Context: an optimization exercise on an open-source flow, tuned for small area, a short achievable clock period and few clock cycles per item. The choices shown serve that exercise and are no tape-out recipe.
In this exercise RTL edits were held to simulation tests only and were not proved equivalent to the original.
Power is estimated from default activity; no workload was simulated.

==> inputs of run a <==
// vector_alu_folded
module vector_alu_folded
#(
    parameter  int ELEM_W    = 16,
    parameter  int NUM_ELEMS = 16,
    parameter  int LANES     = 16,
    localparam int VEC_W     = NUM_ELEMS * ELEM_W
) (
    input  logic                   clk,
    input  logic                   rst,
    input  logic                   in_valid,
    output logic                   in_ready,
    input  logic [VEC_W-1:0]       A,
    input  logic [VEC_W-1:0]       B,
    input  logic [2:0]             ALUControl,
    input  logic                   sat,
    output logic                   out_valid,
    input  logic                   out_ready,
    output logic [VEC_W-1:0]       result,
    output logic [4*NUM_ELEMS-1:0] flags
);
    logic out_valid_q;
    logic load;
    logic is_mul, is_shift, is_sra, is_addsub, is_sub, is_and, is_or, is_xor;
    assign load      = ~out_valid_q | out_ready;
    assign in_ready  = load & ~rst;
    assign out_valid = out_valid_q;
    assign is_addsub = (ALUControl == ALU_ADD) | (ALUControl == ALU_SUB);
    assign is_sub    = (ALUControl == ALU_SUB);
    assign is_and    = (ALUControl == ALU_AND);
    assign is_or     = (ALUControl == ALU_OR);
    assign is_xor    = (ALUControl == ALU_XOR);
    assign is_sra    = (ALUControl == ALU_SRA);
  ...
make LEC_CHECK=0 CAP_MARGIN=20 CORE_MARGIN=2 CORE_UTILIZATION=50 SETUP_SLACK_MARGIN=4 SLEW_MARGIN=20 finish   # period 13.0 ns
run.sh (not shown) runs the stock make flow with config.mk's settings and CLKGATE_MAP_FILE= SYNTH_SCRIPT=/design/flow/synth_recipe.tcl, a recipe that flattens the netlist after the stock synthesis.
==> inputs of run b, as changes to run a <==
==> flow/flow/run.sh (new file) <==
#!/bin/bash
# Layout flow: the standard ORFS flow, with one change: synthesis maps the design
# with ABC alone instead of first extracting full/half adders into sky130 fa/ha cells
# (ADDER_MAP_FILE empty). Registers, their names and the rest of the flow are unchanged.
set -o pipefail
cp standard.sh standard_sh.log
export ADDER_MAP_FILE=
bash standard.sh > standard.log 2>&1
rc=$?
grep -c "extract_fa" orfs/logs/*/*/*/1_2_yosys.log > extract_fa_count.log 2>&1
exit $rc
==> flow/standard.sh (new file) <==
#!/bin/bash
# synth_recipe.tcl (not shown) runs the flow's synth.tcl, then flattens the netlist and writes it again
# the make line also repeats each setting of config.mk as NAME=value (left out here)
make -C /OpenROAD-flow-scripts/flow DESIGN_CONFIG=/design/flow/config.mk WORK_HOME=/design/flow/orfs CLKGATE_MAP_FILE= SYNTH_SCRIPT=/design/flow/synth_recipe.tcl "${@:-finish}"
SETUP_SLACK_MARGIN = 5   (was 4)
removed: flow/run.sh
==> comparison table <==
Power share of the sequential group: run b 17.9%; run a 17.8%
Fraction of met2 tracks used by global routing: run b 64.2%; run a 60.6%
Yosys cell types: run b 142; run a 96
Mean number of vias per cell: run b 6.59; run a 6.33
Setup slack of the most critical reg-to-reg path: run b 10.19 ns; run a 10.24 ns
Height of the chip: run b 457 um; run a 454 um
1st-iter DRT viols: run b 12600; run a 10900
Result of the run: run b timing/DRC/antenna clean; run a timing/DRC/antenna clean
Total wirelength of the detailed-routed design: run b 448 mm; run a 410 mm
Wire length per cell after detailed routing: run b 26.8 um; run a 27.1 um
Routed met1 length: run b 168 mm; run a 159 mm
Count of buffer and inverter cells on the critical path: run b 2; run a 4
Reported net switching power: run b 6.75 mW; run a 6.50 mW
Sum of internal, switching and leakage power: run b 14.3 mW; run a 14.1 mW
Testbench counts of run a, summed over its fixed seeds: cycles 2,056, items 2,048.
Testbench counts of run b, summed over its fixed seeds: cycles 2,056, items 2,048.

========
==> onyx <==
Another version of the RTL of vector_alu_folded (not shown whole).
export LEC_CHECK = 0
export CAP_MARGIN = 20
export CORE_MARGIN = 2
export CORE_UTILIZATION = 40
export SLEW_MARGIN = 20
export SYNTH_HIERARCHICAL = 1
create_clock -name core_clock -period 13.0 [get_ports {clk}]
standard.sh (not shown) runs the stock make flow with config.mk's settings and CLKGATE_MAP_FILE= SYNTH_SCRIPT=/design/flow/synth_recipe.tcl, a recipe that flattens the netlist after the stock synthesis.
==> flow/flow/run.sh <==
#!/bin/bash
# Layout flow: the standard ORFS flow (standard.sh) with these changes:
#  - synthesis maps the design with ABC alone instead of first extracting full/half
#    adders into sky130 fa/ha cells (ADDER_MAP_FILE empty); registers, their names and
#    the rest of synthesis are unchanged;
#  - every port still gets its own buffer, but a plain buf_2 instead of the delay
#    buffer (clkdlybuf4s50_1) that buffer_ports picks by itself.
set -o pipefail
cp standard.sh standard_sh.log
export ADDER_MAP_FILE=
export BUFFER_PORTS_ARGS="-buffer_cell sky130_fd_sc_hd__buf_2"
if [[ -f flow/margin ]]; then export SETUP_SLACK_MARGIN=$(cat flow/margin); fi
bash standard.sh > standard.log 2>&1
rc=$?
grep -c "extract_fa" orfs/logs/*/*/*/1_2_yosys.log > extract_fa_count.log 2>&1
exit $rc
==> flow/flow/margin <==
7
==> pepper (differences from onyx) <==
--- a/flow/config.mk
+++ b/flow/config.mk
@@ -9,3 +9,3 @@
 export CORE_MARGIN = 2
-export CORE_UTILIZATION = 40
+export CORE_UTILIZATION = 50
 export SLEW_MARGIN = 20
==> notes.md <==
Crit path max-delay cell type: pepper sky130_fd_sc_hd__o41ai_2; onyx sky130_fd_sc_hd__or3_1
Met3 layer usage reported by global route: pepper 0.130; onyx 0.0909
Worst setup path startpoint: pepper ALUControl[0]; onyx ALUControl[1]
Initial standard-cell utilization of the core: pepper 0.502; onyx 0.402
Timing-limited maximum frequency: pepper 0.161 GHz; onyx 0.165 GHz
Max transition margin: pepper 0.202; onyx 0.318
Internal power contribution: pepper 7.91 mW; onyx 7.92 mW
Met1 wire length: pepper 197,000 µm; onyx 194,000 µm
Floorplan row count: pepper 172; onyx 192
Die Span X: pepper 473 µm; onyx 529 µm
CLK BUF: pepper 62; onyx 65
Placed cell count: pepper 17,207; onyx 17,939
Die Area: pepper 224,000 µm²; onyx 280,000 µm²
Most prevalent standard cell on the critical path: pepper sky130_fd_sc_hd__maj3_2; onyx sky130_fd_sc_hd__buf_16
Worst-path maximum fanout: pepper 15; onyx 7
Final setup margin: pepper 6.80 ns; onyx 6.95 ns
Maximum ir drop on the vdd rail: pepper 0.166 mV; onyx 0.124 mV
Outcome: pepper complete, no violations; onyx complete, no violations
Layout overhead on the synthesized area: pepper 17.9%; onyx 17.6%
Internal reg-to-reg setup slack: pepper 9.81 ns; onyx 10.22 ns
Switch Pwr: pepper 8.30 mW; onyx 7.98 mW
DR pass1 iterations: pepper 10; onyx 11
DRC violation total after the first TritonRoute iteration: pepper 17,029; onyx 14,868
Total half-perimeter wirelength after legalization and detailed placement: pepper 357,000 µm; onyx 342,000 µm
Count of multi-input gates: pepper 12,596; onyx 12,597
Final non-filler cell area: pepper 130,000 µm²; onyx 130,000 µm²
Testbench counts of onyx, summed over its fixed seeds: cycles 2,056, items 2,048.
Testbench counts of pepper, summed over its fixed seeds: cycles 2,056, items 2,048.

afterwards: timing with drivers on the ports:
The results above use ideal ports. As a check the final layouts listed here were re-extracted and re-timed, cells and wires unchanged. Step 1: set_driving_cell puts a clkbuf_16 on clk and a buf_2 on each other input, an assumption about the parent block. Step 2 times the ports against the registers' clock, not the clock port: input delays grow and output delays shrink by t, the midpoint of the rising clock arrivals with the driver on. Three values: ideal ports, drivers, drivers and shift; two values: the first two.
run | shift t [ns] | slack for setup (ns) | worst hold slack (ns) | slew at the worst register clock pin (ns) | cell pins on the clock port's net
run a | 0.821 | 4.125 / 4.178 / 3.357 | 0.615 / 0.615 / 0.615 | 0.07 / 0.07 | 1
run b | 0.836 | 5.091 / 4.991 / 4.345 | 0.617 / 0.617 / 0.617 | 0.08 / 0.08 | 1
onyx | 0.868 | 6.948 / 6.770 / 5.902 | 0.597 / 0.597 / 0.597 | 0.08 / 0.08 | 1
pepper | 0.866 | 6.800 / 6.580 / 5.714 | 0.618 / 0.618 / 0.618 | 0.08 / 0.08 | 1
After both steps setup and hold are still met in every run listed. The setup slack of pepper, which loses most, moves by -0.220 ns with the drivers and by -1.086 ns with both steps.
